What follows belongs to an exercise in optimizing a design on an open flow for small area, a short achievable clock period and few clock cycles; a production flow would make more cautious choices.

==> flow/design.v <==
package mips_defs;
    typedef enum logic [2:0] {
        MD_NONE  = 3'd0,
        MD_MULT  = 3'd1,
        MD_MULTU = 3'd2,
        MD_DIV   = 3'd3,
        MD_DIVU  = 3'd4,
        MD_MTHI  = 3'd5,
        MD_MTLO  = 3'd6
    } md_op_e;
    typedef enum logic {
        MD_IDLE = 1'b0,
        MD_RUN  = 1'b1
    } md_state_e;
endpackage
module md_clz32 (
    input  logic [31:0] x,
    output logic [5:0]  n
);
    logic [7:0]  z4;             
    logic [1:0]  c4 [8];
    logic [3:0]  z8;
    logic [2:0]  c8 [4];
    logic [1:0]  z16;
    logic [3:0]  c16 [2];
    logic [4:0]  c32;
    for (genvar j = 0; j < 8; j++) begin : g_nib
        logic [3:0] v;
        assign v     = x[4*j +: 4];
        assign z4[j] = ~|v;
        assign c4[j] = v[3] ? 2'd0 : v[2] ? 2'd1 : v[1] ? 2'd2 : 2'd3;
    end
    for (genvar j = 0; j < 4; j++) begin : g_byte
        assign z8[j] = z4[2*j+1] & z4[2*j];
        assign c8[j] = z4[2*j+1] ? {1'b1, c4[2*j]} : {1'b0, c4[2*j+1]};
    end
    for (genvar j = 0; j < 2; j++) begin : g_half
        assign z16[j] = z8[2*j+1] & z8[2*j];
        assign c16[j] = z8[2*j+1] ? {1'b1, c8[2*j]} : {1'b0, c8[2*j+1]};
    end
    assign c32 = z16[1] ? {1'b1, c16[0]} : {1'b0, c16[1]};
    assign n   = (z16[1] & z16[0]) ? 6'd32 : {1'b0, c32};
endmodule
module md_div4 (
    input  logic [31:0] r_in,
    input  logic [31:0] q_in,
    input  logic [31:0] dx,
    input  logic        cin,
    output logic [31:0] r_out,
    output logic [31:0] q_out
);
    always_comb begin
        logic [31:0] r, q;
        logic [33:0] t;
        r = r_in;
        q = q_in;
        for (int i = 0; i < 4; i++) begin
            t = {r, q[31], 1'b1} + {1'b1, dx, cin};
            if (!t[33]) r = t[32:1];
            else        r = {r[30:0], q[31]};
            q = {q[30:0], !t[33]};
        end
        r_out = r;
        q_out = q;
    end
endmodule
module md_mac8 (
    input  logic [32:0] x,
    input  logic [8:0]  y,
    input  logic [63:0] acc,
    output logic [63:0] o
);
    function automatic logic [83:0] csa(input logic [41:0] p, input logic [41:0] q, input logic [41:0] r);
        logic [41:0] s, c;
        s   = p ^ q ^ r;
        c   = (p & q) | (p & r) | (q & r);
        csa = {c[40:0], 1'b0, s};
    endfunction
    logic [41:0] rw [6];
    logic [83:0] t0, t1, t2, t3;
    logic [41:0] sm;
    logic [22:0] top, topx, topy;
    logic        inc, dec;
    always_comb begin
        logic [41:0] negs;
        negs = '0;
        for (int i = 0; i < 4; i++) begin
            logic yl, ym, yh, one, two;
            logic [33:0] m, pp;
            yl = y[2*i]; ym = y[2*i+1]; yh = y[2*i+2];
            one = ym ^ yl;
            two = (yh & ~ym & ~yl) | (~yh & ym & yl);
            m  = one ? {x[32], x} : (two ? {x, 1'b0} : 34'd0);
            pp = yh ? ~m : m;
            rw[i+1] = 42'({~pp[33], pp[32:0]}) << (2*i);
            negs[2*i] = yh;
        end
        rw[0] = {1'b0, acc[32:0], 8'd0} | negs;
        rw[5] = 42'd0 - (42'd1 << 33) - (42'd1 << 35) - (42'd1 << 37) - (42'd1 << 39);
    end
    assign t0 = csa(rw[0], rw[1], rw[2]);
    assign t1 = csa(rw[3], rw[4], rw[5]);
    assign t2 = csa(t0[41:0], t0[83:42], t1[41:0]);
    assign t3 = csa(t2[41:0], t2[83:42], t1[83:42]);
    assign sm = t3[41:0] + t3[83:42];
    assign inc  = sm[41] & ~sm[40];
    assign dec  = sm[41] & sm[40];
    assign top  = acc[55:33];
    assign topx = top ^ {23{dec}};
    assign topy = topx + 23'(inc | dec);
    assign o    = {topy ^ {23{dec}}, sm[40:0]};
endmodule
module md_unit
#(
    parameter int MULT_CYCLES = 5,
    parameter int DIV_CYCLES  = 10
) (
    input  logic        clk,
    input  logic        reset,
    input  logic        start,
    input  logic        cancel,
    input  logic [2:0]  op,
    input  logic [31:0] a,
    input  logic [31:0] b,
    output logic        busy,
    output logic [31:0] hi,
    output logic [31:0] lo
);
    logic [31:0] ra;             
    logic [31:0] rb;             
    logic        first;          
    logic        fix;            
    logic        isdiv;
    logic        sg;             
    logic        an;             
    logic [2:0]  cnt;            
    logic [2:0]  na, nb;         
    logic [5:0]  lza, lzb;       
    logic accept, mul_op, div_op, sg_op;
    assign accept = start && !cancel && !busy;
    assign mul_op = (op == 3'd1) || (op == 3'd2);
    assign div_op = (op == 3'd3) || (op == 3'd4);
    assign sg_op  = (op == 3'd1) || (op == 3'd3);
    function automatic logic [2:0] nchunks(input logic [31:0] x, input logic s);
        logic f1, f2, f3;
        f1 = !(|x[31:7])  | (s & (&x[31:7]));
        f2 = !(|x[31:15]) | (s & (&x[31:15]));
        f3 = !(|x[31:23]) | (s & (&x[31:23]));
        if (f1)                nchunks = 3'd1;
        else if (f2)           nchunks = 3'd2;
        else if (f3)           nchunks = 3'd3;
        else if (s | !x[31])   nchunks = 3'd4;
        else                   nchunks = 3'd5;
    endfunction
    logic [2:0] na_i, nb_i;
    logic [5:0] lza_i, lzb_i;
    assign na_i = nchunks(b, sg_op);
    assign nb_i = nchunks(a, sg_op);
    md_clz32 u_lza (.x(a ^ {32{sg_op & a[31]}}), .n(lza_i));
    md_clz32 u_lzb (.x(b ^ {32{sg_op & b[31]}}), .n(lzb_i));
    logic       swap;            
    logic [2:0] nm;              
    assign swap = na < nb;
    assign nm   = swap ? na : nb;
    logic        a_neg, b_neg;
    assign a_neg = sg & rb[31];
    assign b_neg = sg & ra[31];
    logic signed [7:0] need;         
    logic       dquick;              
    logic [2:0] dbytes;              
    assign need   = 8'(lzb) - 8'(lza) + 8'(a_neg) + 8'd1;
    assign dquick = need <= 8'sd0;
    assign dbytes = (need > 8'sd24) ? 3'd4 : 3'((need + 8'sd7) >>> 3);
    logic [31:0] a_mag;
    assign a_mag = a_neg ? -rb : rb;
    logic [31:0] sh_in;
    logic [1:0]  sh;
    logic [63:0] sh_out;
    assign sh_in  = isdiv ? a_mag : (swap ? ra : rb);
    assign sh     = isdiv ? 2'(3'd4 - dbytes) : 2'(3'd4 - nm);
    assign sh_out = {32'd0, sh_in} << {sh, 3'b000};
    logic [31:0] xm;             
    logic [31:0] ycur;           
    logic        n5;             
    logic [8:0]  ych;
    logic [63:0] acc_in, acc_out;
    assign n5     = first & (nm == 3'd5);
    assign xm     = (first & swap) ? rb : ra;
    assign ycur   = first ? (n5 ? (swap ? ra : rb) : sh_out[31:0]) : rb;
    assign ych    = n5 ? 9'b000000010 : ycur[31:23];
    assign acc_in = first ? 64'd0 : {hi, lo};
    md_mac8 u_mac (.x({sg & xm[31], xm}), .y(ych), .acc(acc_in), .o(acc_out));
    logic [31:0] dr_in, dq_in, dr_out, dq_out;
    assign dr_in = first ? sh_out[63:32] : hi;
    assign dq_in = first ? sh_out[31:0]  : rb;
    md_div4 u_div (.r_in(dr_in), .q_in(dq_in), .dx(b_neg ? ra : ~ra), .cin(!b_neg),
                   .r_out(dr_out), .q_out(dq_out));
    logic        dfix;           
    assign dfix = an | b_neg;
    logic [31:0] hi_neg, lo_neg;
    assign hi_neg = an ? -hi : hi;
    assign lo_neg = (an ^ b_neg) ? -lo : lo;
    always_ff @(posedge clk) begin
        if (reset) begin
            busy <= 1'b0;
            hi   <= '0;
            lo   <= '0;
        end else if (!busy) begin
            if (accept) begin
                if (op == 3'd5) hi <= a;
                if (op == 3'd6) lo <= a;
                if (mul_op || (div_op && b != 32'd0)) busy <= 1'b1;
            end
        end else if (!isdiv) begin
            {hi, lo} <= acc_out;
            if (first ? (nm == 3'd1) : (cnt == 3'd0)) busy <= 1'b0;
        end else if (fix) begin
            hi   <= hi_neg;
            lo   <= lo_neg;
            busy <= 1'b0;
        end else if (first && dquick) begin
            hi   <= rb;
            lo   <= '0;
            busy <= 1'b0;
        end else begin
            hi <= dr_out;
            lo <= dq_out;
            if (!first && cnt == 3'd0 && !dfix) busy <= 1'b0;
        end
    end
    always_ff @(posedge clk) begin
        if (!busy) begin
            ra    <= b;
            rb    <= a;
            first <= 1'b1;
            fix   <= 1'b0;
            isdiv <= div_op;
            sg    <= sg_op;
            na    <= na_i;
            nb    <= nb_i;
            lza   <= lza_i;
            lzb   <= lzb_i;
        end else begin
            first <= 1'b0;
            if (!isdiv) begin
                ra  <= xm;
                rb  <= n5 ? ycur : {ycur[23:0], 8'd0};
                cnt <= first ? (n5 ? 3'd3 : 3'(nm - 3'd2)) : 3'(cnt - 3'd1);
            end else begin
                if (first) begin
                    an  <= a_neg;
                    cnt <= 3'({dbytes, 1'b0} - 4'd2);
                end else begin
                    cnt <= cnt - 3'd1;
                    if (cnt == 3'd0) fix <= 1'b1;
                end
                rb <= dq_out;
            end
        end
    end
endmodule
Settings: LEC_CHECK=0, CAP_MARGIN=20, CORE_MARGIN=2, CORE_UTILIZATION=40, SLEW_MARGIN=20; clock period 100.0 ns.
standard.sh (not shown) runs the stock make flow with config.mk's settings and CLKGATE_MAP_FILE= SYNTH_SCRIPT=/design/flow/synth_recipe.tcl, a recipe that flattens the netlist after the stock synthesis.
==> flow/flow/run.sh <==
#!/bin/bash
# The standard layout, with the resizer's repair_timing asked for a large setup margin so
# that it shortens the register-to-register paths well below the clock period.
set -euo pipefail
bash standard.sh SETUP_SLACK_MARGIN=78 finish > standard_flow.log 2>&1
Then changed:
==> flow/flow/run.sh (replaced) <==
#!/bin/bash
# The standard layout, with the resizer's repair_timing asked for a large setup margin so
# that it shortens the register-to-register paths well below the clock period.
set -euo pipefail
bash standard.sh SETUP_SLACK_MARGIN=77 finish > standard_flow.log 2>&1
The changed run went through all stages and came out clean.
Via count is about the same.
Critical path depth came out higher by 9.
Worst setup slack is worse by 880 ps.
Sequential cell count is unchanged.
Routed wire length is about the same.
No functional check of the RTL was part of any run of this note.

job 9879:
Another version of the RTL of md_unit (not shown whole).
Size: roughly 4,800 cells after synthesis, ~140 flip-flops.
==> flow/config.mk <==
export PLATFORM = sky130hd
export DESIGN_NAME = md_unit
export DESIGN_NICKNAME = md_unit
export VERILOG_FILES = /design/flow/design.v
export SDC_FILE = /design/flow/constraint.sdc
export NUM_CORES = 4
export LEC_CHECK = 0
export ABC_AREA = 1
export CAP_MARGIN = 20
export CORE_MARGIN = 2
export CORE_UTILIZATION = 40
export SLEW_MARGIN = 20
==> flow/constraint.sdc <==
create_clock -name core_clock -period 100.0 [get_ports {clk}]
set_input_delay 20.0000 -clock core_clock [delete_from_list [all_inputs] [get_ports {clk}]]
set_output_delay 20.0000 -clock core_clock [all_outputs]
set_load 0.01 [all_outputs]
==> flow/flow/run.sh <==
#!/bin/bash
# The standard layout, with the resizer's repair_timing asked for a large setup margin so
# that it shortens the register-to-register paths well below the clock period, and the
# port buffers that placement inserts made plain buffers rather than delay cells.
set -euo pipefail
bash standard.sh SETUP_SLACK_MARGIN=78.5 "BUFFER_PORTS_ARGS=-buffer_cell sky130_fd_sc_hd__buf_2" finish > standard_flow.log 2>&1
Job 9879 did not stop at any stage, and its layout met the timing, DRC and antenna checks.
diff inputs: job 9879 => job 7058
diff --git a/flow/flow/run.sh b/flow/flow/run.sh
--- a/flow/flow/run.sh
+++ b/flow/flow/run.sh
@@ -6 +6 @@
-bash standard.sh SETUP_SLACK_MARGIN=78.5 "BUFFER_PORTS_ARGS=-buffer_cell sky130_fd_sc_hd__buf_2" finish > standard_flow.log 2>&1
+bash standard.sh SETUP_SLACK_MARGIN=78.5 "BUFFER_PORTS_ARGS=-buffer_cell sky130_fd_sc_hd__buf_4" finish > standard_flow.log 2>&1
==> run summary <==
- Max weighted congestion at the end of routability-driven global placement across job 9879 and job 7058: job 9879
- Of job 9879 and job 7058, job 7058 shows the higher post-layout utilization of the core, with job 9879 below it.
- Job 7058 vs job 9879, aggregate routed wire length went up by 0.81%.
No run of this note included a check of the RTL's function; only the layout flow was run.

==> separate check: timing with driven ports <==
How much do the figures lean on ideal ports? The routed layouts below were timed once more, with nothing changed but the port constraints.
Step 1 assumes that a clkbuf_16 drives the clock port and a buf_2 every other input.
Step 2 also shifts input and output timing later by t, the mid clock arrival at the registers, as if the neighbouring blocks saw the same clock.
Slacks: no drivers / after step 1 / after step 2; pairs: no drivers / after step 1.
| run | t (ns) | slack for setup (ns) | worst setup path after step 2 | clock arrival spread, ns |
|---|---|---|---|---|
| the first run of note 1 | 0.538 | 78.036 / 77.971 / 77.604 | input to register | 0.017 / 0.017 |
| the second run of note 1 | 0.538 | 77.160 / 77.201 / 76.662 | input to register | 0.017 / 0.017 |
| job 9879 | 0.565 | 78.543 / 78.477 / 78.196 | input to register | 0.033 / 0.033 |
| job 7058 | 0.565 | 78.532 / 78.459 / 78.110 | input to register | 0.029 / 0.029 |
After both steps every run listed still meets setup and hold. The setup slack of the second run of note 1, which loses most, moves by +0.041 ns with the drivers and by -0.498 ns with both steps.
